Source: an optimization exercise on an open RTL-to-GDS flow (aim: small area). Production flows keep margins and buffers that such runs may drop.
RTL that was checked went through simulation tests only; none was proved equivalent to the original.
Function not checked in run 1: the RTL went through the layout flow alone.

==> flow/design.v (outline; a module is shown in full before it is edited, if it fits) <==
// module cbcp_fa: 10 lines
// module cbcp_hai: 9 lines
// module cbcp_ha: 9 lines
// module cbcp_add: 34 lines
// module cbcp_sumsq: 1936 lines
// module complex_block_correlator_power_top: 233 lines
module complex_block_correlator_power_top #(
    parameter int SAMPLE_BITS = cbcp_pkg::SAMPLE_BITS_DEF
) (
    input  logic                                i_clk,
    input  logic                                i_rst_n,
    input  logic                                i_in_valid,
    output logic                                o_in_stall,
    input  logic signed [SAMPLE_BITS-1:0]       i_sample_real,
    input  logic signed [SAMPLE_BITS-1:0]       i_sample_imag,
    input  logic                                i_end_of_stream,
    output logic                                o_out_valid,
    input  logic                                i_out_stall,
    output logic [cbcp_pkg::BANK_BITS-1:0]      o_filter_index,
    output logic [cbcp_pkg::POWER_BITS-1:0]     o_block_power,
    output logic                                o_last_result
);
  // ...
==> flow/run.sh <==
#!/bin/bash
# synth_recipe.tcl (not shown) runs the flow's synth.tcl, then flattens the netlist and writes it again
# the make line also repeats each setting of config.mk as NAME=value (left out here)
make -C /OpenROAD-flow-scripts/flow DESIGN_CONFIG=/design/flow/config.mk WORK_HOME=/design/flow/orfs CLKGATE_MAP_FILE= SYNTH_SCRIPT=/design/flow/synth_recipe.tcl finish
==> flow/config.mk <==
export PLATFORM = sky130hd
export DESIGN_NAME = complex_block_correlator_power_top
export DESIGN_NICKNAME = complex_block_correlator_power_top
export VERILOG_FILES = /design/flow/design.v
export SDC_FILE = /design/flow/constraint.sdc
export NUM_CORES = 4
export LEC_CHECK = 0
export CAP_MARGIN = 20
export CORE_MARGIN = 2
export CORE_UTILIZATION = 40
export SLEW_MARGIN = 20
export SYNTH_HIERARCHICAL = 1
export SYNTH_MINIMUM_KEEP_SIZE = 0
==> flow/constraint.sdc <==
create_clock -name core_clock -period 10.0 [get_ports {i_clk}]
set_input_delay 2.0000 -clock core_clock [delete_from_list [all_inputs] [get_ports {i_clk}]]
set_output_delay 2.0000 -clock core_clock [all_outputs]
set_load 0.01 [all_outputs]
==> results by group, run 1 <==
Final layout
  • Non-CTS buffers: 122
  • N_diodes: 1
  • Commonest non-fill, non-tap cell in the layout: fa_1

Clock tree
  • Post-CTS Setup Repair Bufs: 0
  • CTS root buffer: clkbuf_16
  • Total CTS buffers: 51
  • Post-CTS Hold Buffers: 0
  • H-tree levels: 2

Timing
  • Setup TNS: 0 ps
  • RSZ-0062 raised after global routing: false
  • Max Freq: 106 MHz
  • Worst Skew: 42.9 ps
  • Final worst path period share: 94.5%

Global route
  • Met3 Usage GRT: 3.98%

Route
  • Via count: 21,000
  • Met3 WL: 5890 µm
  • DRC: 0

Synth
  • Largest family of logic cells by synthesized area: adder cells
  • Post-synth ARST share: 0%
  • Top cell type by total area after synthesis: fa_1
  • Cell with the most instances after synthesis: fa_1
  • Synth Flop Type: edfxtp_1

Setup path
  • Crit Reg-Reg Endpoint: r_snap3[20]
  • Delay-heaviest family, CP: adder cells
  • CP peak stage delay: 490 ps

Flow run
  • Max-cap violations: 0

Min path
  • Hold Path Stages: 0

Status
  • Status: complete, no violations
==> run 2: changes to the inputs <==
--- a/flow/design.v
+++ b/flow/design.v
@@ -2039,17 +2039,280 @@
     cbcp_fa u_s1133 (.a(c1058), .b(s1059), .c(s985), .s(s1133), .co(c1134));
     cbcp_fa u_s1135 (.a(c1060), .b(s1061), .c(s989), .s(s1135), .co(c1136));
     cbcp_fa u_s1137 (.a(c1062), .b(s1063), .c(s993), .s(s1137), .co(c1138));
     cbcp_fa u_s1139 (.a(c1064), .b(s1065), .c(s997), .s(s1139), .co(c1140));
     cbcp_fa u_s1141 (.a(c1066), .b(s1067), .c(p417), .s(s1141), .co(c1142));
     cbcp_fa u_s1143 (.a(c1068), .b(s1069), .c(d420), .s(s1143), .co(c1144));
     assign r0 = {1'b1, c1144, c1142, c1140, c1138, c1136, c1134, c1132, c1130, c1128, c1126, c1124, c1122, c1120, c1118, c1116, c1114, c1112, c1110, c1108, c1106, c1104, c1102, c1100, c1098, c1096, c1094, c1092, c1090, c1088, c1086, c1084, c1082, c1080, c1078, c1076, c1074, c1072, s1071, 1'b1, d1};
     assign r1 = {1'b1, c1070, s1143, s1141, s1139, s1137, s1135, s1133, s1131, s1129, s1127, s1125, s1123, s1121, s1119, s1117, s1115, s1113, s1111, s1109, s1107, s1105, s1103, s1101, s1099, s1097, s1095, s1093, s1091, s1089, s1087, s1085, s1083, s1081, s1079, s1077, s1075, s1073, d231, 1'b1, d211};
-    assign s = ~(r0 + r1 + 1'b1);
+    logic [40:0] g, p, gg, pp, c;
+    assign g = r0 & r1;
+    assign p = r0 ^ r1;
+    logic bg1, bp1;
+    assign bg1 = g[1] | (p[1] & (g[0] | p[0]));
+    assign bp1 = 1'b0;
+    logic bg2, bp2;
+    assign bg2 = g[3] | (p[3] & g[2]);
+    assign bp2 = p[3] & p[2];
+    logic bg3, bp3;
+    assign bg3 = g[5] | (p[5] & g[4]);
+    assign bp3 = p[5] & p[4];
+    logic bg4, bp4;
+    assign bg4 = g[7] | (p[7] & g[6]);
+    assign bp4 = p[7] & p[6];
+    logic bg5, bp5;
+    assign bg5 = g[9] | (p[9] & g[8]);
+    assign bp5 = p[9] & p[8];
+    logic bg6, bp6;
+    assign bg6 = g[11] | (p[11] & g[10]);
+    assign bp6 = p[11] & p[10];
+    logic bg7, bp7;
+    assign bg7 = g[13] | (p[13] & g[12]);
+    assign bp7 = p[13] & p[12];
+    logic bg8, bp8;
+    assign bg8 = g[15] | (p[15] & g[14]);
+    assign bp8 = p[15] & p[14];
+    logic bg9, bp9;
+    assign bg9 = g[17] | (p[17] & g[16]);
+    assign bp9 = p[17] & p[16];
+    logic bg10, bp10;
+    assign bg10 = g[19] | (p[19] & g[18]);
+    assign bp10 = p[19] & p[18];
+    logic bg11, bp11;
+    assign bg11 = g[21] | (p[21] & g[20]);
+    assign bp11 = p[21] & p[20];
+    logic bg12, bp12;
+    assign bg12 = g[23] | (p[23] & g[22]);
+    assign bp12 = p[23] & p[22];
+    logic bg13, bp13;
+    assign bg13 = g[25] | (p[25] & g[24]);
+    assign bp13 = p[25] & p[24];
+    logic bg14, bp14;
+    assign bg14 = g[27] | (p[27] & g[26]);
+    assign bp14 = p[27] & p[26];
+    logic bg15, bp15;
+    assign bg15 = g[29] | (p[29] & g[28]);
+    assign bp15 = p[29] & p[28];
+    logic bg16, bp16;
+    assign bg16 = g[31] | (p[31] & g[30]);
+    assign bp16 = p[31] & p[30];
+    logic bg17, bp17;
+    assign bg17 = g[33] | (p[33] & g[32]);
+    assign bp17 = p[33] & p[32];
+    logic bg18, bp18;
+    assign bg18 = g[35] | (p[35] & g[34]);
+    assign bp18 = p[35] & p[34];
+    logic bg19, bp19;
+    assign bg19 = g[37] | (p[37] & g[36]);
+    assign bp19 = p[37] & p[36];
+    logic bg20, bp20;
+    assign bg20 = g[39] | (p[39] & g[38]);
+    assign bp20 = p[39] & p[38];
+    logic bg21, bp21;
+    assign bg21 = bg2 | (bp2 & bg1);
+    assign bp21 = 1'b0;
+    logic bg22, bp22;
+    assign bg22 = bg4 | (bp4 & bg3);
+    assign bp22 = bp4 & bp3;
+    logic bg23, bp23;
+    assign bg23 = bg6 | (bp6 & bg5);
+    assign bp23 = bp6 & bp5;
+    logic bg24, bp24;
+    assign bg24 = bg8 | (bp8 & bg7);
+    assign bp24 = bp8 & bp7;
+    logic bg25, bp25;
+    assign bg25 = bg10 | (bp10 & bg9);
+    assign bp25 = bp10 & bp9;
+    logic bg26, bp26;
+    assign bg26 = bg12 | (bp12 & bg11);
+    assign bp26 = bp12 & bp11;
+    logic bg27, bp27;
+    assign bg27 = bg14 | (bp14 & bg13);
+    assign bp27 = bp14 & bp13;
+    logic bg28, bp28;
+    assign bg28 = bg16 | (bp16 & bg15);
+    assign bp28 = bp16 & bp15;
+    logic bg29, bp29;
+    assign bg29 = bg18 | (bp18 & bg17);
+    assign bp29 = bp18 & bp17;
+    logic bg30, bp30;
+    assign bg30 = bg20 | (bp20 & bg19);
+    assign bp30 = bp20 & bp19;
+    logic bg31, bp31;
+    assign bg31 = bg22 | (bp22 & bg21);
+    assign bp31 = 1'b0;
+    logic bg32, bp32;
+    assign bg32 = bg24 | (bp24 & bg23);
+    assign bp32 = bp24 & bp23;
+    logic bg33, bp33;
+    assign bg33 = bg26 | (bp26 & bg25);
+    assign bp33 = bp26 & bp25;
+    logic bg34, bp34;
+    assign bg34 = bg28 | (bp28 & bg27);
+    assign bp34 = bp28 & bp27;
+    logic bg35, bp35;
+    assign bg35 = bg30 | (bp30 & bg29);
+    assign bp35 = bp30 & bp29;
+    logic bg36, bp36;
+    assign bg36 = bg32 | (bp32 & bg31);
+    assign bp36 = 1'b0;
+    logic bg37, bp37;
+    assign bg37 = bg34 | (bp34 & bg33);
+    assign bp37 = bp34 & bp33;
+    logic bg38, bp38;
+    assign bg38 = bg37 | (bp37 & bg36);
+    assign bp38 = 1'b0;
+    logic bg39, bp39;
+    assign bg39 = bg33 | (bp33 & bg36);
+    assign bp39 = 1'b0;
+    logic bg40, bp40;
+    assign bg40 = bg35 | (bp35 & bg38);
+    assign bp40 = 1'b0;
+    logic bg41, bp41;
+    assign bg41 = bg23 | (bp23 & bg31);
+    assign bp41 = 1'b0;
+    logic bg42, bp42;
+    assign bg42 = bg25 | (bp25 & bg36);
+    assign bp42 = 1'b0;
+    logic bg43, bp43;
+    assign bg43 = bg27 | (bp27 & bg39);
+    assign bp43 = 1'b0;
+    logic bg44, bp44;
+    assign bg44 = bg29 | (bp29 & bg38);
+    assign bp44 = 1'b0;
+    logic bg45, bp45;
+    assign bg45 = bg3 | (bp3 & bg21);
+    assign bp45 = 1'b0;
+    logic bg46, bp46;
+    assign bg46 = bg5 | (bp5 & bg31);
+    assign bp46 = 1'b0;
+    logic bg47, bp47;
+    assign bg47 = bg7 | (bp7 & bg41);
+    assign bp47 = 1'b0;
+    logic bg48, bp48;
+    assign bg48 = bg9 | (bp9 & bg36);
+    assign bp48 = 1'b0;
+    logic bg49, bp49;
+    assign bg49 = bg11 | (bp11 & bg42);
+    assign bp49 = 1'b0;
+    logic bg50, bp50;
+    assign bg50 = bg13 | (bp13 & bg39);
+    assign bp50 = 1'b0;
+    logic bg51, bp51;
+    assign bg51 = bg15 | (bp15 & bg43);
+    assign bp51 = 1'b0;
+    logic bg52, bp52;
+    assign bg52 = bg17 | (bp17 & bg38);
+    assign bp52 = 1'b0;
+    logic bg53, bp53;
+    assign bg53 = bg19 | (bp19 & bg44);
+    assign bp53 = 1'b0;
+    logic bg54, bp54;
+    assign bg54 = g[2] | (p[2] & bg1);
+    assign bp54 = 1'b0;
+    logic bg55, bp55;
+    assign bg55 = g[4] | (p[4] & bg21);
+    assign bp55 = 1'b0;
+    logic bg56, bp56;
+    assign bg56 = g[6] | (p[6] & bg45);
+    assign bp56 = 1'b0;
+    logic bg57, bp57;
+    assign bg57 = g[8] | (p[8] & bg31);
+    assign bp57 = 1'b0;
+    logic bg58, bp58;
+    assign bg58 = g[10] | (p[10] & bg46);
+    assign bp58 = 1'b0;
+    logic bg59, bp59;
+    assign bg59 = g[12] | (p[12] & bg41);
+    assign bp59 = 1'b0;
+    logic bg60, bp60;
+    assign bg60 = g[14] | (p[14] & bg47);
+    assign bp60 = 1'b0;
+    logic bg61, bp61;
+    assign bg61 = g[16] | (p[16] & bg36);
+    assign bp61 = 1'b0;
+    logic bg62, bp62;
+    assign bg62 = g[18] | (p[18] & bg48);
+    assign bp62 = 1'b0;
+    logic bg63, bp63;
+    assign bg63 = g[20] | (p[20] & bg42);
+    assign bp63 = 1'b0;
+    logic bg64, bp64;
+    assign bg64 = g[22] | (p[22] & bg49);
+    assign bp64 = 1'b0;
+    logic bg65, bp65;
+    assign bg65 = g[24] | (p[24] & bg39);
+    assign bp65 = 1'b0;
+    logic bg66, bp66;
+    assign bg66 = g[26] | (p[26] & bg50);
+    assign bp66 = 1'b0;
+    logic bg67, bp67;
+    assign bg67 = g[28] | (p[28] & bg43);
+    assign bp67 = 1'b0;
+    logic bg68, bp68;
+    assign bg68 = g[30] | (p[30] & bg51);
+    assign bp68 = 1'b0;
+    logic bg69, bp69;
+    assign bg69 = g[32] | (p[32] & bg38);
+    assign bp69 = 1'b0;
+    logic bg70, bp70;
+    assign bg70 = g[34] | (p[34] & bg52);
+    assign bp70 = 1'b0;
+    logic bg71, bp71;
+    assign bg71 = g[36] | (p[36] & bg44);
+    assign bp71 = 1'b0;
+    logic bg72, bp72;
+    assign bg72 = g[38] | (p[38] & bg53);
+    assign bp72 = 1'b0;
+    logic bg73, bp73;
+    assign bg73 = g[40] | (p[40] & bg40);
+    assign bp73 = 1'b0;
+    assign c[0] = 1'b1;
+    assign c[1] = (g[0] | p[0]);
+    assign c[2] = bg1;
+    assign c[3] = bg54;
+    assign c[4] = bg21;
+    assign c[5] = bg55;
+    assign c[6] = bg45;
+    assign c[7] = bg56;
+    assign c[8] = bg31;
+    assign c[9] = bg57;
+    assign c[10] = bg46;
+    assign c[11] = bg58;
+    assign c[12] = bg41;
+    assign c[13] = bg59;
+    assign c[14] = bg47;
+    assign c[15] = bg60;
+    assign c[16] = bg36;
+    assign c[17] = bg61;
+    assign c[18] = bg48;
+    assign c[19] = bg62;
+    assign c[20] = bg42;
+    assign c[21] = bg63;
+    assign c[22] = bg49;
+    assign c[23] = bg64;
+    assign c[24] = bg39;
+    assign c[25] = bg65;
+    assign c[26] = bg50;
+    assign c[27] = bg66;
+    assign c[28] = bg43;
+    assign c[29] = bg67;
+    assign c[30] = bg51;
+    assign c[31] = bg68;
+    assign c[32] = bg38;
+    assign c[33] = bg69;
+    assign c[34] = bg52;
+    assign c[35] = bg70;
+    assign c[36] = bg44;
+    assign c[37] = bg71;
+    assign c[38] = bg53;
+    assign c[39] = bg72;
+    assign c[40] = bg40;
+    assign s = ~(p ^ c);
 endmodule
 `timescale 1ns / 1ps
 module complex_block_correlator_power_top #(
     parameter int SAMPLE_BITS = cbcp_pkg::SAMPLE_BITS_DEF
 ) (
     input  logic                                i_clk,
     input  logic                                i_rst_n,
     input  logic                                i_in_valid,
==> flow/config.mk (replaced) <==
export PLATFORM = sky130hd
export DESIGN_NAME = complex_block_correlator_power_top
export DESIGN_NICKNAME = complex_block_correlator_power_top
export VERILOG_FILES = /design/flow/design.v
export SDC_FILE = /design/flow/constraint.sdc
export NUM_CORES = 4
export LEC_CHECK = 0
export CAP_MARGIN = 20
export CORE_MARGIN = 2
export CORE_UTILIZATION = 60
export CTS_BUF_LIST = sky130_fd_sc_hd__clkbuf_4 sky130_fd_sc_hd__clkbuf_8
export SLEW_MARGIN = 20
export SYNTH_HIERARCHICAL = 1
export SYNTH_MINIMUM_KEEP_SIZE = 0
==> run 2 against run 1 <==
  * Routed wire length decreased by 9.5%
  * Register-to-register slack got worse by 50 ps
  * Clock-buffer cell count is 41 higher
  * Critical path depth decreased by 2
  * Area after synthesis is 1.4% lower
  * Setup slack got worse by 50 ps
  * Hold slack worse by 100 ps
  * Cell area shrank 2.2%
  * First-iteration DRC count down 11%
  * Via count fell by 3.6%
  * Sequential cell count unchanged
==> results by group, run 2 <==
Status
  • Status: complete, no violations (unchanged)

Final layout
  • Commonest non-fill, non-tap cell in the layout: fa_1 (unchanged)
  • Layout cells sized above 1: 6.94% (was 5.00%)
  • Final Non-Filler Cells: 3,647 (was 4,075)
  • Top Registers: r_acc3 (42), r_snap3 (42), r_out_half (41) (unchanged)
  • Most frequent cells in the layout: 546 x fa_1, 442 x nand2_1, 261 x and2_1 (was 529 x fa_1, 455 x nand2_1, 260 x and2_1)
  • P&R area growth vs syn: 9.18% (was 10.1%)
  • Filler Cell Count: 4,242 (was 7,684)
  • NumNets Final: 3,530 (was 3,577)
  • Final core utilization: 66.2% (was 44.5%)

Synth
  • Post-synth top area share: 32.8% (was 31.3%)
  • Most common library cells after synthesis: 546 x fa_1, 442 x nand2_1, 261 x and2_1 (was 529 x fa_1, 455 x nand2_1, 260 x and2_1)
  • Cell with the most instances after synthesis: fa_1 (unchanged)
  • Syn Area/Cell: 11.9 µm² (was 11.6 µm²)
  • Post-synthesis cell count: 2,802 (was 2,908)
  • Distinct cells, synth: 53 (was 65)
  • Post-synth EDFFs: 247 (unchanged)
  • Register area share after synthesis: 33.9% (was 33.5%)
  • Synth Register Bits: 442 (unchanged)
  • Ys Warns: 7 (unchanged)
  • Post-synth ARST share: 0% (unchanged)
  • Area contributors post-synth: fa_1 33%, edfxtp_1 22%, dfxtp_1 12% (was fa_1 31%, edfxtp_1 22%, dfxtp_1 12%)
  • Top cell type by total area after synthesis: fa_1 (unchanged)
  • Netlist Area Pre-Place: 0.0334 mm² (was 0.0338 mm²)
  • Synth Flop Type: edfxtp_1 (unchanged)

Clock tree
  • Post-CTS Setup Repair Bufs: 0 (unchanged)
  • Post-CTS sizing: 0 (unchanged)
  • Clock latency (worst-skew pair): 670 ps (was 630 ps)
  • CTS root buffer: clkbuf_8 (was clkbuf_16)
  • CTS tree: yes (unchanged)
  • CTS sink count: 442 (unchanged)
  • Post-CTS Hold Buffers: 0 (unchanged)
  • Total CTS buffers: 78 (was 51)
  • CTS clk-pin slew, worst paths: 60 ps (was 70 ps)
  • Clock Tree Buf Depth: 3 (unchanged)
  • H-tree levels: 3 (was 2)

Route
  • Vias per inst: 5.55 (was 5.15)
  • Starting DRC count in detailed routing: 1,359 (was 1,530)
  • Drt total wl: 75,500 µm (was 83,500 µm)
  • Post-route ant nets: 0 (unchanged)
  • DR WL/cell: 20.7 µm (was 20.5 µm)
  • Via count: 20,300 (was 21,000)
  • Pre-Repair DR Iteration Count: 6 (was 8)
  • DRC: 0 (unchanged)

Setup path
  • CP arrival: 9890 ps (was 9810 ps)
  • Critical path launch point type: flop (unchanged)
  • CP most frequent cell: fa_1 (unchanged)
  • Critical path class: reg2reg (unchanged)
  • Largest fanout on the critical path: 39 (was 6)
  • Delay-heaviest family, CP: adder cells (unchanged)
  • CP Data Required Time: 10,390 ps (was 10,370 ps)
  • CP bufs+invs: 1 (was 0)
  • Critical-path cell list: buf_4, nand2b_1, and2_1, fa_1, fa_1, fa_1, fa_1, fa_1, fa_1, fa_1, fa_1, fa_1, fa_1, fa_1, fa_1, fa_1, fa_1, fa_1, fa_1, fa_1, fa_1, fa_1 (was nor2b_1, xor2_1, and2_1, fa_1, fa_1, fa_1, fa_1, fa_1, fa_1, fa_1, fa_1, fa_1, fa_1, fa_1, fa_1, fa_1, fa_1, fa_1, fa_1, fa_1, fa_1, mux2i_1, o311ai_2, xnor2_1)
  • CP peak stage delay: 460 ps (was 490 ps)
  • CP max-delay cell: fa_1 (was edfxtp_1)
  • Critical path endpoint category: flop (unchanged)

Place
  • Pre-CTS WS: 564 ps (was 596 ps)
  • Post-DP HPWL: 56,200 µm (was 60,500 µm)
  • Global placement routability congestion: 0.872 (was 0.866)
  • Placed cell count: 3,500 (was 3,978)
  • Number of port buffers: 82 (unchanged)

Floorplan
  • Die footprint: 0.0575 mm² (was 0.0869 mm²)
  • Die Ht: 240 µm (was 295 µm)
  • Initial Util: 60.7% (was 40.4%)
  • IO Pins: 86 (unchanged)
  • Die W: 240 µm (was 295 µm)
  • Core region area: 0.0550 mm² (was 0.0837 mm²)
  • Rows: 86 (was 106)

Global route
  • Global route overflow: 0 (unchanged)
  • Initial antenna violation count: 2 (was 1)
  • Largest net degree at the start of global routing: 81 (was 74)
  • First-pass GRT wire length: 121,000 µm (was 133,000 µm)
  • Vias in the first global route: 21,800 (was 23,200)
  • Total track usage: 27.8% (was 19.8%)

Timing
  • Setup TNS: 0 ps (unchanged)
  • RSZ-0062 raised after global routing: false (unchanged)
  • Max-slew headroom: 27.4% (was 21.5%)
  • Final setup violation count: 0 (unchanged)
  • Worst Skew: 43.6 ps (was 42.9 ps)
  • Hold Vio Cnt, Final: 0 (unchanged)
  • Max Freq: 105 MHz (was 106 MHz)
  • Fin worst setup slack: 505 ps (was 554 ps)
  • Worst slew pin tran: 1090 ps (was 1180 ps)
  • Period minus WS final: 9500 ps (was 9450 ps)
  • Final worst path period share: 95.0% (was 94.5%)
  • Final slew viol count: 0 (unchanged)

Min path
  • Min-Delay Path Class: reg2reg (unchanged)

Flow run
  • Max-cap violations: 0 (unchanged)
## run 2: cell types whose count changed after synthesis, sizes merged, moves of 6 or more
cell / delta
inv: +30
a21oi: -28
o21ai: -18
fa: +17
xnor2: -17
nand2: -13
nor2: -12
a21o: -10
nand4: -10
nand3: -8
buf: -6
## run 2: cells by family (layout without fill, tap and decap cells)
kind of cell    after synthesis  in the layout  share of synthesized area, %
buf+inv                     355            449                          4.33
compound gates              248            248                          5.24
other cells                   1              4                        0.0112
mux                          40             40                          1.21
xor+xnor                    239            239                          6.28
flops                       442            442                          33.9
fa+ha+maj                   661            661                          37.1
simple gates                816            816                          11.9
## run 2: through the flow
step	hold WS (ps)	instance area, µm²
after floorplan	400	33400
after global placement	419	34700
after detailed placement	412	34700
after CTS	427	36400
after global routing	428	36400
final	424	36400
## run 2: path summary, 6_finish.rpt
kind,startpoint,cells past startpoint,end,slack (ps)
min,r_a_idx[1],0,r_out_idx[1],420
max reg2reg,r_in_new,22,r_snap2[37],500
max,r_in_new,22,r_snap2[37],500
min reg2reg,r_a_idx[1],0,r_out_idx[1],420
## run 2: routing by layer
metal	part of all wire, %	GRT usage (%)	routed length, µm
met1	46	41.3	34400
met2	45	42.2	34300
met3	6.6	4.28	4990
met4	2.4	9.11	1850
met5	0	0	0
## run 2: Yosys stat by module, one instance, submodules excluded, excerpt
module	flip-flops and latches	cell area (µm²)
cbcp_sumsq	0	3510
cbcp_hai	0	27.5
complex_block_correlator_power_top	442	18400
cbcp_fa	0	20.0
## run 2: layout make-up
| cell class | instances | area, µm² | area share [%] |
|---|---|---|---|
| Sequential cell | 442 | 11300 | 31.1 |
| Antenna cell | 1 | 2.50 | 0.00687 |
| Timing Repair Buffer | 126 | 1150 | 3.16 |
| Tap cell | 748 | 936 | 2.57 |
| Inverter | 177 | 664 | 1.82 |
| Multi-Input combinational cell | 2007 | 20600 | 56.6 |
| Clock inverter | 36 | 353 | 0.969 |
| Clock buffer | 110 | 1360 | 3.74 |
==> run 3: changes to the inputs <==
--- a/flow/config.mk
+++ b/flow/config.mk
@@ -8,7 +8,9 @@
 export CAP_MARGIN = 20
 export CORE_MARGIN = 2
 export CORE_UTILIZATION = 60
-export CTS_BUF_LIST = sky130_fd_sc_hd__clkbuf_4 sky130_fd_sc_hd__clkbuf_8
+export CTS_BUF_LIST = sky130_fd_sc_hd__clkbuf_8 sky130_fd_sc_hd__clkbuf_16
+export CTS_CLUSTER_DIAMETER = 120
+export CTS_CLUSTER_SIZE = 25
 export SLEW_MARGIN = 20
 export SYNTH_HIERARCHICAL = 1
 export SYNTH_MINIMUM_KEEP_SIZE = 0
==> run 3 against run 2 <==
  * Still clean on timing, DRC and antenna
  * Hold slack better by 12 ps
  * Die area unchanged
  * Area after synthesis unchanged
  * Maximum frequency up 0.19%
  * Clock-buffer cell count down 86
==> results by group, run 3 <==
Global route
  • Initial antenna violation count: 1 (was 2)
  • Global route overflow: 0 (unchanged)
  • Total track usage: 27.1% (was 27.8%)
  • Largest net degree at the start of global routing: 81 (unchanged)
  • First-pass GRT wire length: 119,000 µm (was 121,000 µm)
  • Vias in the first global route: 21,200 (was 21,800)

Clock tree
  • CTS tree: yes (unchanged)
  • Total CTS buffers: 23 (was 78)
  • Post-CTS Setup Repair Bufs: 0 (unchanged)
  • H-tree levels: 1 (was 3)
  • CTS root buffer: clkbuf_16 (was clkbuf_8)
  • Post-CTS sizing: 0 (unchanged)
  • Clock Tree Buf Depth: 3 (unchanged)
  • Clock latency (worst-skew pair): 600 ps (was 670 ps)
  • CTS clk-pin slew, worst paths: 110 ps (was 60 ps)
  • Post-CTS Hold Buffers: 0 (unchanged)
  • CTS sink count: 442 (unchanged)

Synth
  • Netlist Area Pre-Place: 0.0334 mm² (unchanged)
  • Post-synth top area share: 32.8% (unchanged)
  • Area contributors post-synth: fa_1 33%, edfxtp_1 22%, dfxtp_1 12% (unchanged)
  • Register area share after synthesis: 33.9% (unchanged)
  • Syn Area/Cell: 11.9 µm² (unchanged)
  • Top cell type by total area after synthesis: fa_1 (unchanged)
  • Synth Flop Type: edfxtp_1 (unchanged)
  • Post-synth EDFFs: 247 (unchanged)
  • Cell with the most instances after synthesis: fa_1 (unchanged)
  • Distinct cells, synth: 53 (unchanged)
  • Most common library cells after synthesis: 546 x fa_1, 442 x nand2_1, 261 x and2_1 (unchanged)
  • Post-synthesis cell count: 2,802 (unchanged)
  • Synth Register Bits: 442 (unchanged)
  • Post-synth ARST share: 0% (unchanged)
  • Ys Warns: 7 (unchanged)

Final layout
  • Commonest non-fill, non-tap cell in the layout: fa_1 (unchanged)
  • Final Non-Filler Cells: 3,543 (was 3,647)
  • Layout cells sized above 1: 3.33% (was 6.94%)
  • P&R area growth vs syn: 6.23% (was 9.18%)
  • Filler Cell Count: 4,311 (was 4,242)
  • Multi-input logic area: 0.0206 mm² (unchanged)
  • Most frequent cells in the layout: 546 x fa_1, 442 x nand2_1, 261 x and2_1 (unchanged)
  • Sequential cell area: 0.0113 mm² (unchanged)
  • Fin area: 0.0354 mm² (was 0.0364 mm²)
  • NumNets Final: 3,475 (was 3,530)
  • Final core utilization: 64.4% (was 66.2%)
  • Top Registers: r_acc3 (42), r_snap3 (42), r_out_half (41) (unchanged)

Floorplan
  • Die Ht: 240 µm (unchanged)
  • Die W: 240 µm (unchanged)
  • Die footprint: 0.0575 mm² (unchanged)
  • Initial Util: 60.7% (unchanged)
  • IO Pins: 86 (unchanged)
  • Core region area: 0.0550 mm² (unchanged)
  • Rows: 86 (unchanged)

Setup path
  • CP most frequent cell: fa_1 (unchanged)
  • CP peak stage delay: 480 ps (was 460 ps)
  • Delay-heaviest family, CP: adder cells (unchanged)
  • Largest fanout on the critical path: 39 (unchanged)
  • CP Data Required Time: 10,340 ps (was 10,390 ps)
  • Critical path class: reg2reg (unchanged)
  • Setup slack, reg-to-reg: 520 ps (was 500 ps)
  • FF-to-FF Start: r_in_new (unchanged)
  • Critical path launch point type: flop (unchanged)
  • Critical Path Stages: 22 (unchanged)
  • Critical path endpoint category: flop (unchanged)
  • CP max-delay cell: fa_1 (unchanged)
  • Critical-path cell list: buf_4, nand2b_1, and2_1, fa_1, fa_1, fa_1, fa_1, fa_1, fa_1, fa_1, fa_1, fa_1, fa_1, fa_1, fa_1, fa_1, fa_1, fa_1, fa_1, fa_1, fa_1, fa_1 (unchanged)
  • CP arrival: 9820 ps (was 9890 ps)
  • Critical path origin: r_in_new (unchanged)
  • Crit Reg-Reg Endpoint: r_snap2[18] (was r_snap2[37])
  • CP bufs+invs: 1 (unchanged)
  • Reg2reg path depth: 22 (unchanged)

Place
  • Global placement routability congestion: 0.872 (unchanged)
  • Placed cell count: 3,500 (unchanged)
  • Number of port buffers: 82 (unchanged)
  • Placed Area: 0.0347 mm² (unchanged)
  • Post-DP HPWL: 56,200 µm (unchanged)

Route
  • Starting DRC count in detailed routing: 1,356 (was 1,359)
  • Pre-Repair DR Iteration Count: 6 (unchanged)
  • Vias per inst: 5.59 (was 5.55)
  • Drt total wl: 74,400 µm (was 75,500 µm)
  • Via count: 19,800 (was 20,300)
  • DRC: 0 (unchanged)
  • DR WL/cell: 21.0 µm (was 20.7 µm)
  • Post-route ant nets: 0 (unchanged)

Timing
  • Worst Skew: 27.0 ps (was 43.6 ps)
  • Setup TNS: 0 ps (unchanged)
  • Min Hold Slack: 435 ps (was 424 ps)
  • Worst slew pin tran: 1130 ps (was 1090 ps)
  • Max Freq: 106 MHz (was 105 MHz)
  • Final setup violation count: 0 (unchanged)
  • Final worst path period share: 94.8% (was 95.0%)
  • Final slew viol count: 0 (unchanged)
  • RSZ-0062 raised after global routing: false (unchanged)
  • Hold Vio Cnt, Final: 0 (unchanged)
  • Period minus WS final: 9480 ps (was 9500 ps)
  • Max-slew headroom: 24.9% (was 27.4%)

Min path
  • Hold Path Stages: 0 (unchanged)
  • Min-delay src: r_a_idx[0] (was r_a_idx[1])
  • Min-Delay Path Class: reg2reg (unchanged)
  • Hold Path End: r_out_idx[0] (was r_out_idx[1])

Flow run
  • Max-cap violations: 0 (unchanged)

Status
  • Status: complete, no violations (unchanged)
==> run 3: cell counts after synthesis <==
Identical to the previous run, type by type.
==> run 3: cell families (layout without fill, tap and decap cells) <==
logic type	count (synthesis)	count (layout)	synth area share, %
xor gates and xnor gates	239	239	6.28
muxes	40	40	1.21
buffers and inverters	355	345	4.33
DFF	442	442	33.9
adders and majority gates	661	661	37.1
AOI/OAI and AO/OA	248	248	5.24
other	1	4	0.0112
and+or+nand+nor	816	816	11.9
==> run 3: stage by stage <==
step	setup WS, ps
5_1_grt	92.0
6_report	523
3_5_place_dp	564
2_1_floorplan	1020
3_3_place_gp	712
4_1_cts	551
==> run 3: per-layer routing <==
| metal | GRT usage, % | share of wire, % | wire length (µm) | vias to the layer above |
|---|---|---|---|---|
| met1 | 41.1 | 46 | 34100 | 10200 |
| met3 | 3.72 | 6.3 | 4650 | 111 |
| met2 | 42.1 | 46 | 34100 | 642 |
| li1 | - | - | - | 8874 |
| met5 | 0 | 0 | 0 | - |
| met4 | 6.16 | 2.2 | 1620 | 0 |
==> run 3: how the worst max path moves through the flow <==
stage | to | slack [ps]
3_5_place_dp | r_snap2[37] | 560
3_3_place_gp | r_snap2[37] | 710
6_report | r_snap2[18] | 520
5_1_grt | r_snap2[18] | 90
4_1_cts | r_snap2[37] | 550
2_1_floorplan | r_snap3[20] | 1020
==> run 3: cell type report <==
| class | count | share of cell area, % |
|---|---|---|
| Timing Repair Buffer | 126 | 3.25 |
| Inverter | 177 | 1.88 |
| Clock buffer | 24 | 1.70 |
| Antenna cell | 1 | 0.00706 |
| Tap cell | 748 | 2.64 |
| Clock inverter | 18 | 0.367 |
| Multi-Input combinational cell | 2007 | 58.2 |
| Sequential cell | 442 | 32.0 |
==> run 3: worst register-to-register path: cells and delay by family (launching register included) <==
| family | cells | cell delay (ps) |
|---|---|---|
| buffers and inverters | 1 | 320 |
| adder cells (fa/ha/maj) | 19 | 7670 |
| flip-flops | 1 | 470 |
| AND/OR/NAND/NOR | 2 | 730 |
==> run 3: per-module statistics from Yosys (local to each module, per instance), excerpt <==
module                              flip-flops and latches  times used  cells inside
cbcp_fa                                                  0         528             1
cbcp_hai                                                 0          20             5
cbcp_sumsq                                               0           1           691
complex_block_correlator_power_top                     442           1          1445
==> run 4: changes to the inputs <==
--- a/flow/config.mk
+++ b/flow/config.mk
@@ -7,10 +7,10 @@
 export LEC_CHECK = 0
 export CAP_MARGIN = 20
 export CORE_MARGIN = 2
-export CORE_UTILIZATION = 60
+export CORE_UTILIZATION = 75
 export CTS_BUF_LIST = sky130_fd_sc_hd__clkbuf_8 sky130_fd_sc_hd__clkbuf_16
 export CTS_CLUSTER_DIAMETER = 120
-export CTS_CLUSTER_SIZE = 25
+export CTS_CLUSTER_SIZE = 30
 export SLEW_MARGIN = 20
 export SYNTH_HIERARCHICAL = 1
 export SYNTH_MINIMUM_KEEP_SIZE = 0
==> run 4 against run 3 <==
  * Critical path depth increased by 1
  * First-iteration DRC count increased by 56%
  * Utilization increased by 15 points
  * Setup slack got worse by 34 ps
  * Routed wire length decreased by 1.7%
  * Area after synthesis unchanged
  * Sequential cell count unchanged
  * Largest cell class unchanged
  * Highest routed layer unchanged
==> results by group, run 4 <==
Synth
  • Register area share after synthesis: 33.9% (unchanged)
  • Top cell type by total area after synthesis: fa_1 (unchanged)
  • Ys Warns: 7 (unchanged)
  • Post-synthesis cell count: 2,802 (unchanged)
  • Area contributors post-synth: fa_1 33%, edfxtp_1 22%, dfxtp_1 12% (unchanged)
  • Cell with the most instances after synthesis: fa_1 (unchanged)
  • Netlist Area Pre-Place: 0.0334 mm² (unchanged)
  • Syn Area/Cell: 11.9 µm² (unchanged)
  • Synth Flop Type: edfxtp_1 (unchanged)
  • Post-synth top area share: 32.8% (unchanged)
  • Synth Register Bits: 442 (unchanged)
  • Post-synth EDFFs: 247 (unchanged)
  • Most common library cells after synthesis: 546 x fa_1, 442 x nand2_1, 261 x and2_1 (unchanged)
  • Distinct cells, synth: 53 (unchanged)
  • Post-synth ARST share: 0% (unchanged)

Final layout
  • Fin area: 0.0350 mm² (was 0.0354 mm²)
  • P&R area growth vs syn: 4.97% (was 6.23%)
  • Final Non-Filler Cells: 3,369 (was 3,543)
  • N_diodes: 0 (was 1)
  • Filler Cell Count: 2,680 (was 4,311)
  • Top Registers: r_acc3 (42), r_snap3 (42), r_out_half (41) (unchanged)
  • Commonest non-fill, non-tap cell in the layout: fa_1 (unchanged)
  • NumNets Final: 3,463 (was 3,475)
  • Most frequent cells in the layout: 546 x fa_1, 442 x nand2_1, 261 x and2_1 (unchanged)
  • Layout cells sized above 1: 2.84% (was 3.33%)

Route
  • Top sig layer: met4 (unchanged)
  • Post-route ant nets: 0 (unchanged)
  • Via count: 20,100 (was 19,800)
  • WL met1: 30,000 µm (was 34,100 µm)
  • Drt total wl: 73,200 µm (was 74,400 µm)
  • Starting DRC count in detailed routing: 2,113 (was 1,356)
  • Metal2 WL: 34,300 µm (was 34,100 µm)
  • Met3 WL: 6960 µm (was 4650 µm)
  • DR WL/cell: 21.7 µm (was 21.0 µm)
  • Vias per inst: 5.97 (was 5.59)
  • Pre-Repair DR Iteration Count: 7 (was 6)
  • DRC: 0 (unchanged)

Timing
  • Max-slew headroom: 30.4% (was 24.9%)
  • Hold Vio Cnt, Final: 0 (unchanged)
  • RSZ-0062 raised after global routing: false (unchanged)
  • Worst slew pin tran: 1040 ps (was 1130 ps)
  • Max Freq: 105 MHz (was 106 MHz)
  • Worst Skew: 16.9 ps (was 27.0 ps)
  • Period minus WS final: 9510 ps (was 9480 ps)
  • Final worst path period share: 95.1% (was 94.8%)
  • Final slew viol count: 0 (unchanged)
  • Final setup violation count: 0 (unchanged)
  • Setup TNS: 0 ps (unchanged)

Floorplan
  • Die Ht: 215 µm (was 240 µm)
  • Die footprint: 0.0462 mm² (was 0.0575 mm²)
  • Rows: 77 (was 86)
  • Core region area: 0.0440 mm² (was 0.0550 mm²)
  • Die W: 215 µm (was 240 µm)
  • IO Pins: 86 (unchanged)
  • Initial Util: 75.8% (was 60.7%)

Clock tree
  • Post-CTS Hold Buffers: 0 (unchanged)
  • Post-CTS Setup Repair Bufs: 0 (unchanged)
  • CTS clk-pin slew, worst paths: 110 ps (about the same)
  • Total CTS buffers: 19 (was 23)
  • Clock latency (worst-skew pair): 570 ps (was 600 ps)
  • Clock Tree Buf Depth: 3 (unchanged)
  • H-tree levels: 1 (unchanged)
  • CTS tree: yes (unchanged)
  • CTS sink count: 442 (unchanged)
  • CTS root buffer: clkbuf_16 (unchanged)

Place
  • Post-DP HPWL: 55,000 µm (was 56,200 µm)
  • Number of port buffers: 82 (unchanged)
  • Placed cell count: 3,336 (was 3,500)
  • Placed Area: 0.0344 mm² (was 0.0347 mm²)
  • Global placement routability congestion: 0.909 (was 0.872)

Setup path
  • Critical path endpoint category: flop (unchanged)
  • FF-to-FF Start: r_in_new (unchanged)
  • Reg2reg path depth: 23 (was 22)
  • CP Data Required Time: 10,320 ps (was 10,340 ps)
  • Largest fanout on the critical path: 24 (was 39)
  • Critical path class: reg2reg (unchanged)
  • Crit Reg-Reg Endpoint: r_snap3[20] (was r_snap2[18])
  • Worst setup path endpoint: r_snap3[20] (was r_snap2[18])
  • CP arrival: 9830 ps (was 9820 ps)
  • Critical path launch point type: flop (unchanged)
  • Critical path origin: r_in_new (unchanged)
  • Setup slack, reg-to-reg: 490 ps (was 520 ps)

Min path
  • Min-Delay Path Class: reg2reg (unchanged)

Global route
  • Initial antenna violation count: 2 (was 1)
  • Global route overflow: 0 (unchanged)
  • Vias in the first global route: 22,000 (was 21,200)
  • Total track usage: 33.2% (was 27.1%)
  • First-pass GRT wire length: 119,000 µm (about the same)
  • Largest net degree at the start of global routing: 82 (was 81)

Flow run
  • Max-cap violations: 0 (unchanged)

Status
  • Status: complete, no violations (unchanged)
## run 4: critical path, cell delays in order (launching register included)
cell and delay, ps:
dfxtp_4 510, nand2b_2 300, and2_1 280, fa_1 500, fa_1 450, fa_1 390, fa_1 410, fa_1 400
fa_1 400, fa_1 390, fa_1 410, fa_1 400, fa_1 390, fa_1 400, fa_1 400, fa_1 410
fa_1 450, fa_1 410, fa_1 400, fa_1 400, fa_1 430, mux2i_1 380, o311ai_2 180, xnor2_1 160
## run 4: through the flow
stage / setup slack, ps / util [%] / hold WS (ps)
floorplan: 1020 / - / 400
CTS: 285 / 79.5 / 482
global placement: 493 / 78.2 / 447
finish: 489 / 79.5 / 478
global route: 194 / 79.5 / 482
detailed placement: 331 / 78.2 / 451
## run 4: timing repair
item	CTS	global route
endpoints found under the hold margin	0	0
resized for setup	0	1
endpoints found under the setup margin	0	5
## run 4: worst min-delay path by stage
| stage | depth (start not counted) | startpoint | end |
|---|---|---|---|
| after floorplan | 0 | r_a_idx[0] | r_out_idx[0] |
| after global placement | 0 | r_a_idx[1] | r_out_idx[1] |
| after detailed placement | 0 | r_a_idx[0] | r_out_idx[0] |
| after CTS | 0 | r_a_idx[0] | r_out_idx[0] |
| after global routing | 0 | r_a_idx[0] | r_out_idx[0] |
| final | 0 | r_a_idx[1] | r_out_idx[1] |
## run 4: area by class of cell
class	instances	area (µm²)	share of cell area (%)
clock buffer	19	475	1.36
clock inverter	14	90.1	0.257
inverter	177	664	1.90
multi-input combinational	2007	20600	58.9
sequential	442	11300	32.3
tap	592	741	2.12
timing repair buffer	118	1090	3.12
## run 4: logic make-up (layout without fill, tap and decap cells)
logic type | after synthesis | in the layout | synth area share [%]
fa+ha+maj | 661 | 661 | 37.1
other cells | 1 | 3 | 0.0112
buf+inv | 355 | 328 | 4.33
simple gates | 816 | 816 | 11.9
compound gates | 248 | 248 | 5.24
flops | 442 | 442 | 33.9
mux | 40 | 40 | 1.21
xor+xnor | 239 | 239 | 6.28
## run 4: Yosys stat by module, one instance, submodules excluded, excerpt
module	flops+latches	times used	cells inside	area, µm²
cbcp_fa	0	528	1	20.0
cbcp_hai	0	20	5	27.5
cbcp_sumsq	0	1	691	3510
complex_block_correlator_power_top	442	1	1445	18400
## run 4: routing by layer
| layer | vias to the layer above | global-route usage (%) |
|---|---|---|
| li1 | 8852 | - |
| met1 | 10000 | 47.9 |
| met2 | 1049 | 52.8 |
| met3 | 179 | 6.11 |
| met4 | 0 | 9.21 |
| met5 | - | 0 |
==> run 5: changes to the inputs <==
--- a/flow/config.mk
+++ b/flow/config.mk
@@ -7,9 +7,9 @@
 export LEC_CHECK = 0
 export CAP_MARGIN = 20
 export CORE_MARGIN = 2
-export CORE_UTILIZATION = 75
-export CTS_BUF_LIST = sky130_fd_sc_hd__clkbuf_8 sky130_fd_sc_hd__clkbuf_16
-export CTS_CLUSTER_DIAMETER = 120
+export CORE_UTILIZATION = 60
+export CTS_BUF_LIST = sky130_fd_sc_hd__clkbuf_16
+export CTS_CLUSTER_DIAMETER = 150
 export CTS_CLUSTER_SIZE = 30
 export SLEW_MARGIN = 20
 export SYNTH_HIERARCHICAL = 1
==> run 5 against run 4 <==
  * Routed wire length rose by 1.7%
  * Register-to-register slack improved by 50 ps
  * Via count fell by 1.6%
  * First-iteration DRC count fell by 25%
  * Utilization fell by 15 points
  * Setup slack improved by 45 ps
  * Sequential share of layout area fell by 0.24 points
  * Final cell count rose by 5.0%
  * Highest routed layer unchanged
  * Clock-buffer cell count did not move
  * Die area rose by 25%
==> results by group, run 5 <==
Timing
  • Hold Vio Cnt, Final: 0 (unchanged)
  • Setup TNS: 0 ps (unchanged)
  • Max-slew headroom: 25.3% (was 30.4%)
  • Fin worst setup slack: 534 ps (was 489 ps)
  • RSZ-0062 raised after global routing: false (unchanged)
  • Max Freq: 106 MHz (was 105 MHz)
  • Period minus WS final: 9470 ps (was 9510 ps)
  • Worst Skew: 22.4 ps (was 16.9 ps)
  • Final slew viol count: 0 (unchanged)
  • Min Hold Slack: 437 ps (was 478 ps)
  • Final setup violation count: 0 (unchanged)
  • Worst slew pin tran: 1120 ps (was 1040 ps)
  • Final worst path period share: 94.7% (was 95.1%)

Status
  • Status: complete, no violations (unchanged)

Setup path
  • Reg2reg path depth: 22 (was 23)
  • CP arrival: 9790 ps (was 9830 ps)
  • Critical path origin: r_in_new (unchanged)
  • Critical path endpoint category: flop (unchanged)
  • Critical path class: reg2reg (unchanged)
  • Setup slack, reg-to-reg: 530 ps (was 490 ps)
  • Largest fanout on the critical path: 39 (was 24)
  • Critical path launch point type: flop (unchanged)
  • FF-to-FF Start: r_in_new (unchanged)
  • Crit Reg-Reg Endpoint: r_snap2[37] (was r_snap3[20])
  • Worst setup path endpoint: r_snap2[37] (was r_snap3[20])
  • CP Data Required Time: 10,330 ps (was 10,320 ps)

Clock tree
  • Clock Tree Buf Depth: 3 (unchanged)
  • CTS root buffer: clkbuf_16 (unchanged)
  • Post-CTS Hold Buffers: 0 (unchanged)
  • Total CTS buffers: 19 (unchanged)
  • Post-CTS sizing: 0 (unchanged)
  • CTS sink count: 442 (unchanged)
  • CTS clk-pin slew, worst paths: 120 ps (was 110 ps)
  • Clock latency (worst-skew pair): 580 ps (was 570 ps)
  • Post-CTS Setup Repair Bufs: 0 (unchanged)
  • H-tree levels: 1 (unchanged)
  • CTS tree: yes (unchanged)

Place
  • Global placement routability congestion: 0.872 (was 0.909)
  • Pre-CTS WS: 564 ps (was 331 ps)
  • Placed cell count: 3,500 (was 3,336)
  • Number of port buffers: 82 (unchanged)
  • Post-DP HPWL: 56,200 µm (was 55,000 µm)

Route
  • Post-route ant nets: 0 (unchanged)
  • Via count: 19,800 (was 20,100)
  • Starting DRC count in detailed routing: 1,575 (was 2,113)
  • Pre-Repair DR Iteration Count: 5 (was 7)
  • DRC: 0 (unchanged)
  • Vias per inst: 5.60 (was 5.97)
  • DR WL/cell: 21.0 µm (was 21.7 µm)
  • Drt total wl: 74,400 µm (was 73,200 µm)

Synth
  • Post-synth top area share: 32.8% (unchanged)
  • Synth Register Bits: 442 (unchanged)
  • Netlist Area Pre-Place: 0.0334 mm² (unchanged)
  • Post-synth EDFFs: 247 (unchanged)
  • Synth Flop Type: edfxtp_1 (unchanged)
  • Register area share after synthesis: 33.9% (unchanged)
  • Ys Warns: 7 (unchanged)
  • Most common library cells after synthesis: 546 x fa_1, 442 x nand2_1, 261 x and2_1 (unchanged)
  • Area contributors post-synth: fa_1 33%, edfxtp_1 22%, dfxtp_1 12% (unchanged)
  • Cell with the most instances after synthesis: fa_1 (unchanged)
  • Distinct cells, synth: 53 (unchanged)
  • Syn Area/Cell: 11.9 µm² (unchanged)
  • Post-synth ARST share: 0% (unchanged)
  • Top cell type by total area after synthesis: fa_1 (unchanged)
  • Post-synthesis cell count: 2,802 (unchanged)

Floorplan
  • Core region area: 0.0550 mm² (was 0.0440 mm²)
  • Rows: 86 (was 77)
  • IO Pins: 86 (unchanged)
  • Die W: 240 µm (was 215 µm)
  • Die Ht: 240 µm (was 215 µm)
  • Initial Util: 60.7% (was 75.8%)
  • Die footprint: 0.0575 mm² (was 0.0462 mm²)

Final layout
  • Top Registers: r_acc3 (42), r_snap3 (42), r_out_half (41) (unchanged)
  • Most frequent cells in the layout: 546 x fa_1, 442 x nand2_1, 261 x and2_1 (unchanged)
  • Commonest non-fill, non-tap cell in the layout: fa_1 (unchanged)
  • Final Non-Filler Cells: 3,536 (was 3,369)
  • Final core utilization: 64.2% (was 79.5%)
  • NumNets Final: 3,471 (was 3,463)
  • P&R area growth vs syn: 5.75% (was 4.97%)
  • Layout cells sized above 1: 3.12% (was 2.84%)

Global route
  • Total track usage: 27.1% (was 33.2%)
  • First-pass GRT wire length: 119,000 µm (about the same)
  • Initial antenna violation count: 1 (was 2)
  • Vias in the first global route: 21,100 (was 22,000)
  • Global route overflow: 0 (unchanged)
  • Largest net degree at the start of global routing: 81 (was 82)

Flow run
  • Max-cap violations: 0 (unchanged)

Min path
  • Min-Delay Path Class: reg2reg (unchanged)
[run 5: cell types whose count changed in the layout (fill, tap and decap cells not counted)]
cell	before	now
nand2b_2	1	0
inv_12	1	0
clkinv_8	2	1
clkinv_1	0	1
inv_1	187	186
buf_4	36	44
clkinv_4	0	1
inv_6	0	1
inv_16	0	1
diode_2	0	2
nand2b_1	6	7
[run 5: per-module statistics from Yosys, one instance, submodules excluded, excerpt]
module                              flops+latches  cells  cell area (µm²)
cbcp_sumsq                                      0    691             3510
cbcp_hai                                        0      5             27.5
complex_block_correlator_power_top            442   1445            18400
cbcp_fa                                         0      1             20.0
[run 5: cell type report]
| cell class | instances | area (µm²) |
|---|---|---|
| multi-input cells | 2007 | 20600 |
| fillers | 4340 | 19700 |
| flip-flops and latches | 442 | 11300 |
| repair buffers | 126 | 1150 |
| well taps | 748 | 936 |
| inverters | 177 | 664 |
| clock buffers | 19 | 475 |
| clock inverters | 15 | 95.1 |
| diodes | 2 | 5.00 |
[run 5: logic make-up after synthesis]
logic type / synth area share (%)
adder cells (fa/ha/maj): 37.1
AND/OR/NAND/NOR: 11.9
buffers and inverters: 4.33
flip-flops: 33.9
AO/OA/AOI/OAI: 5.24
other: 0.0112
multiplexers: 1.21
XOR/XNOR: 6.28
[run 5: per-stage QoR]
stage / instance area [µm²]
floorplan: 33400
global placement: 34700
detailed placement: 34700
CTS: 35300
global route: 35300
finish: 35300
[run 5: how the worst min path moves through the flow]
stage / to / depth (start not counted) / from
after detailed placement: r_out_idx[0] / 0 / r_a_idx[0]
after global placement: r_out_idx[1] / 0 / r_a_idx[1]
after CTS: r_out_idx[0] / 0 / r_a_idx[0]
after floorplan: r_out_idx[0] / 0 / r_a_idx[0]
final: r_out_idx[0] / 0 / r_a_idx[0]
after global routing: r_out_idx[0] / 0 / r_a_idx[0]
[run 5: critical path, stage by stage (launching register included)]
cell and delay, ps:
dfxtp_4 470, buf_4 320, nand2b_1 400, and2_1 330
fa_1 440, fa_1 400, fa_1 400, fa_1 400
fa_1 390, fa_1 390, fa_1 390, fa_1 390
fa_1 420, fa_1 400, fa_1 390, fa_1 400
fa_1 430, fa_1 400, fa_1 390, fa_1 400
fa_1 410, fa_1 390, fa_1 450
[run 5: routing by layer]
layer	vias to the layer above	routed length, µm	track usage, %
met4	0	1640	6.04
met2	658	33800	41.9
met1	10200	34500	41.5
li1	8858	-	-
met5	-	0	0
met3	107	4360	3.05
==> run 6: changes to the inputs <==
==> flow/flow/run.sh (new file) <==
#!/bin/bash
set -e
export BUFFER_PORTS_ARGS="-buffer_cell sky130_fd_sc_hd__buf_1"
export CTS_ARGS="-sink_clustering_enable -repair_clock_nets -dont_use_dummy_load -sink_clustering_size 30 -sink_clustering_max_diameter 120 -buf_list {sky130_fd_sc_hd__clkbuf_8 sky130_fd_sc_hd__clkbuf_16}"
bash standard.sh > standard.log 2>&1
==> flow/standard.sh (new file) <==
#!/bin/bash
# synth_recipe.tcl (not shown) runs the flow's synth.tcl, then flattens the netlist and writes it again
# the make line also repeats each setting of config.mk as NAME=value (left out here)
make -C /OpenROAD-flow-scripts/flow DESIGN_CONFIG=/design/flow/config.mk WORK_HOME=/design/flow/orfs CLKGATE_MAP_FILE= SYNTH_SCRIPT=/design/flow/synth_recipe.tcl "${@:-finish}"
--- a/flow/config.mk
+++ b/flow/config.mk
@@ -7,9 +7,9 @@
 export LEC_CHECK = 0
 export CAP_MARGIN = 20
 export CORE_MARGIN = 2
-export CORE_UTILIZATION = 60
-export CTS_BUF_LIST = sky130_fd_sc_hd__clkbuf_16
-export CTS_CLUSTER_DIAMETER = 150
+export CORE_UTILIZATION = 80
+export CTS_BUF_LIST = sky130_fd_sc_hd__clkbuf_8 sky130_fd_sc_hd__clkbuf_16
+export CTS_CLUSTER_DIAMETER = 120
 export CTS_CLUSTER_SIZE = 30
 export SLEW_MARGIN = 20
 export SYNTH_HIERARCHICAL = 1
removed: flow/run.sh
==> run 6 against run 5 <==
  * Highest routed layer is now met5
  * First-iteration DRC count increased by 46%
  * Register-to-register slack lost 200 ps
  * Clock skew increased by 73 ps
  * Critical path type unchanged
  * Synthesized cell count stayed put
==> results by group, run 6 <==
Clock tree
  • CTS root buffer: clkbuf_16 (unchanged)
  • Post-CTS Hold Buffers: 0 (unchanged)
  • Post-CTS sizing: 0 (unchanged)
  • H-tree levels: 1 (unchanged)
  • CTS tree: yes (unchanged)
  • CTS sink count: 442 (unchanged)
  • Clock Tree Buf Depth: 3 (unchanged)
  • CTS clk-pin slew, worst paths: 110 ps (was 120 ps)
  • Clock latency (worst-skew pair): 610 ps (was 580 ps)
  • Total CTS buffers: 20 (was 19)
  • Post-CTS Setup Repair Bufs: 0 (unchanged)

Place
  • Placed cell count: 3,278 (was 3,500)
  • Placed Area: 0.0339 mm² (was 0.0347 mm²)
  • Global placement routability congestion: 0.938 (was 0.872)
  • Post-DP HPWL: 56,800 µm (was 56,200 µm)
  • Number of port buffers: 82 (unchanged)

Global route
  • Global route overflow: 0 (unchanged)
  • Vias in the first global route: 22,500 (was 21,100)
  • Largest net degree at the start of global routing: 81 (unchanged)
  • First-pass GRT wire length: 121,000 µm (was 119,000 µm)
  • Total track usage: 36.2% (was 27.1%)
  • Initial antenna violation count: 2 (was 1)

Route
  • DR WL/cell: 22.8 µm (was 21.0 µm)
  • Post-route ant nets: 0 (unchanged)
  • Pre-Repair DR Iteration Count: 8 (was 5)
  • DRC: 0 (unchanged)
  • Drt total wl: 75,300 µm (was 74,400 µm)
  • Starting DRC count in detailed routing: 2,298 (was 1,575)
  • Via count: 20,800 (was 19,800)
  • Vias per inst: 6.31 (was 5.60)

Floorplan
  • Rows: 74 (was 86)
  • IO Pins: 86 (unchanged)
  • Die W: 208 µm (was 240 µm)
  • Initial Util: 81.3% (was 60.7%)
  • Die Ht: 208 µm (was 240 µm)
  • Core region area: 0.0410 mm² (was 0.0550 mm²)
  • Die footprint: 0.0433 mm² (was 0.0575 mm²)

Setup path
  • CP bufs+invs: 0 (was 1)
  • Critical path endpoint category: flop (unchanged)
  • CP Data Required Time: 10,300 ps (was 10,330 ps)
  • Critical path launch point type: flop (unchanged)
  • Critical path class: reg2reg (unchanged)
  • CP peak stage delay: 540 ps (was 470 ps)
  • CP most frequent cell: fa_1 (unchanged)
  • Largest fanout on the critical path: 9 (was 39)
  • CP arrival: 9960 ps (was 9790 ps)
  • CP max-delay cell: edfxtp_1 (was dfxtp_4)
  • Delay-heaviest family, CP: adder cells (unchanged)
  • Critical-path cell list: nor2b_1, xor2_1, and2_1, fa_1, fa_1, fa_1, fa_1, fa_1, fa_1, fa_1, fa_1, fa_1, fa_1, fa_1, fa_1, fa_1, fa_1, fa_1, fa_1, fa_1, fa_1, mux2i_1, o311ai_2, xnor2_1 (was buf_4, nand2b_1, and2_1, fa_1, fa_1, fa_1, fa_1, fa_1, fa_1, fa_1, fa_1, fa_1, fa_1, fa_1, fa_1, fa_1, fa_1, fa_1, fa_1, fa_1, fa_1, fa_1)

Status
  • Status: complete, no violations (unchanged)

Final layout
  • Final core utilization: 83.8% (was 64.2%)
  • Final Non-Filler Cells: 3,299 (was 3,536)
  • Layout cells sized above 1: 2.82% (was 3.12%)
  • Fin area: 0.0344 mm² (was 0.0353 mm²)
  • Commonest non-fill, non-tap cell in the layout: fa_1 (unchanged)
  • NumNets Final: 3,466 (was 3,471)
  • Most frequent cells in the layout: 546 x fa_1, 442 x nand2_1, 261 x and2_1 (unchanged)
  • P&R area growth vs syn: 3.05% (was 5.75%)
  • Top Registers: r_acc3 (42), r_snap3 (42), r_out_half (41) (unchanged)

Synth
  • Register area share after synthesis: 33.9% (unchanged)
  • Post-synth ARST share: 0% (unchanged)
  • Syn Area/Cell: 11.9 µm² (unchanged)
  • Ys Warns: 7 (unchanged)
  • Post-synth EDFFs: 247 (unchanged)
  • Most common library cells after synthesis: 546 x fa_1, 442 x nand2_1, 261 x and2_1 (unchanged)
  • Post-synth top area share: 32.8% (unchanged)
  • Synth Flop Type: edfxtp_1 (unchanged)
  • Cell with the most instances after synthesis: fa_1 (unchanged)
  • Post-synthesis cell count: 2,802 (unchanged)
  • Netlist Area Pre-Place: 0.0334 mm² (unchanged)
  • Top cell type by total area after synthesis: fa_1 (unchanged)
  • Distinct cells, synth: 53 (unchanged)
  • Synth Register Bits: 442 (unchanged)
  • Area contributors post-synth: fa_1 33%, edfxtp_1 22%, dfxtp_1 12% (unchanged)

Timing
  • Final setup violation count: 0 (unchanged)
  • RSZ-0062 raised after global routing: false (unchanged)
  • Max Freq: 103 MHz (was 106 MHz)
  • Final worst path period share: 96.6% (was 94.7%)
  • Worst slew pin tran: 1080 ps (was 1120 ps)
  • Setup TNS: 0 ps (unchanged)
  • Max-slew headroom: 27.9% (was 25.3%)
  • Final slew viol count: 0 (unchanged)
  • Period minus WS final: 9660 ps (was 9470 ps)
  • Hold Vio Cnt, Final: 0 (unchanged)
  • Worst Skew: 95.4 ps (was 22.4 ps)

Flow run
  • Max-cap violations: 0 (unchanged)

Min path
  • Min-Delay Path Class: reg2reg (unchanged)
-- run 6: changes by cell type in the layout (fill, tap and decap cells not counted) --
cell	previous run	this run
buf_1	0	82
clkdlybuf4s50_1	82	0
inv_1	186	176
buf_4	44	38
clkbuf_16	19	20
clkinv_1	1	0
clkinv_4	1	0
clkinv_8	1	0
diode_2	2	1
inv_16	1	0
inv_6	1	0
-- run 6: through the flow --
step	setup slack, ps	hold WS (ps)
4_1_cts	414	483
5_1_grt	82.1	493
2_1_floorplan	1020	400
3_3_place_gp	710	408
3_5_place_dp	516	436
6_report	338	480
-- run 6: final cells by class --
cell class                 instances  area, µm²
timing repair buffer             120        593
antenna                            1       2.50
inverter                         177        664
multi-input combinational       2007      20600
tap                              532        666
sequential                       442      11300
fill                            2197       6640
clock buffer                      20        500
-- run 6: path summary, 6_finish.rpt --
path | from | end | slack [ps] | depth (start not counted)
setup / recovery | r_ctl[0] | r_snap3[20] | 340 | 24
hold / removal | r_a_idx[1] | r_out_idx[1] | 480 | 0
setup reg to reg | r_ctl[0] | r_snap3[20] | 340 | 24
hold reg to reg | r_a_idx[1] | r_out_idx[1] | 480 | 0
-- run 6: per-layer routing --
layer  global-route usage (%)  vias up  part of all wire, %
li1                         -     8830                    -
met1                     50.6    10500                   39
met2                     57.6     1274                   47
met3                     8.95      222                   11
met4                     10.9        2                  3.2
met5                        0        -                0.020
-- run 6: modules after synthesis (local to each module, per instance), excerpt --
module | area (µm²) | cells | flip-flops and latches
cbcp_sumsq | 3510 | 691 | 0
cbcp_hai | 27.5 | 5 | 0
complex_block_correlator_power_top | 18400 | 1445 | 442
cbcp_fa | 20.0 | 1 | 0
-- run 6: cells by family (layout without fill, tap and decap cells) --
group	Yosys count	count (layout)	share of synthesized area, %
and+or+nand+nor	816	816	11.9
adders and majority gates	661	661	37.1
DFF	442	442	33.9
buffers and inverters	355	317	4.33
AOI/OAI and AO/OA	248	248	5.24
xor gates and xnor gates	239	239	6.28
muxes	40	40	1.21
other	1	4	0.0112

-- port drivers added, routing unchanged --
How much do the figures lean on ideal ports? The routed layouts below were timed once more, with nothing changed but the port constraints. Step 1 assumes that a clkbuf_16 drives the clock port and a buf_2 every other input. Step 2 also shifts input and output timing later by t, the mid clock arrival at the registers, as if the neighbouring blocks saw the same clock. a / b / c = ideal ports / drivers / drivers and shift; a / b = the first two.
| run | t, ns | setup WS [ns] | worst data-port slew with drivers (ns) |
|---|---|---|---|
| run 1 | 0.671 | 0.554 / 0.554 / 0.554 | 0.09 |
| run 2 | 0.705 | 0.505 / 0.505 / 0.505 | 0.04 |
| run 3 | 0.653 | 0.523 / 0.523 / 0.523 | 0.04 |
| run 4 | 0.617 | 0.489 / 0.489 / 0.489 | 0.04 |
| run 5 | 0.632 | 0.534 / 0.534 / 0.534 | 0.04 |
| run 6 | 0.613 | 0.338 / 0.338 / 0.338 | 0.04 |
After both steps every run listed still meets setup and hold.
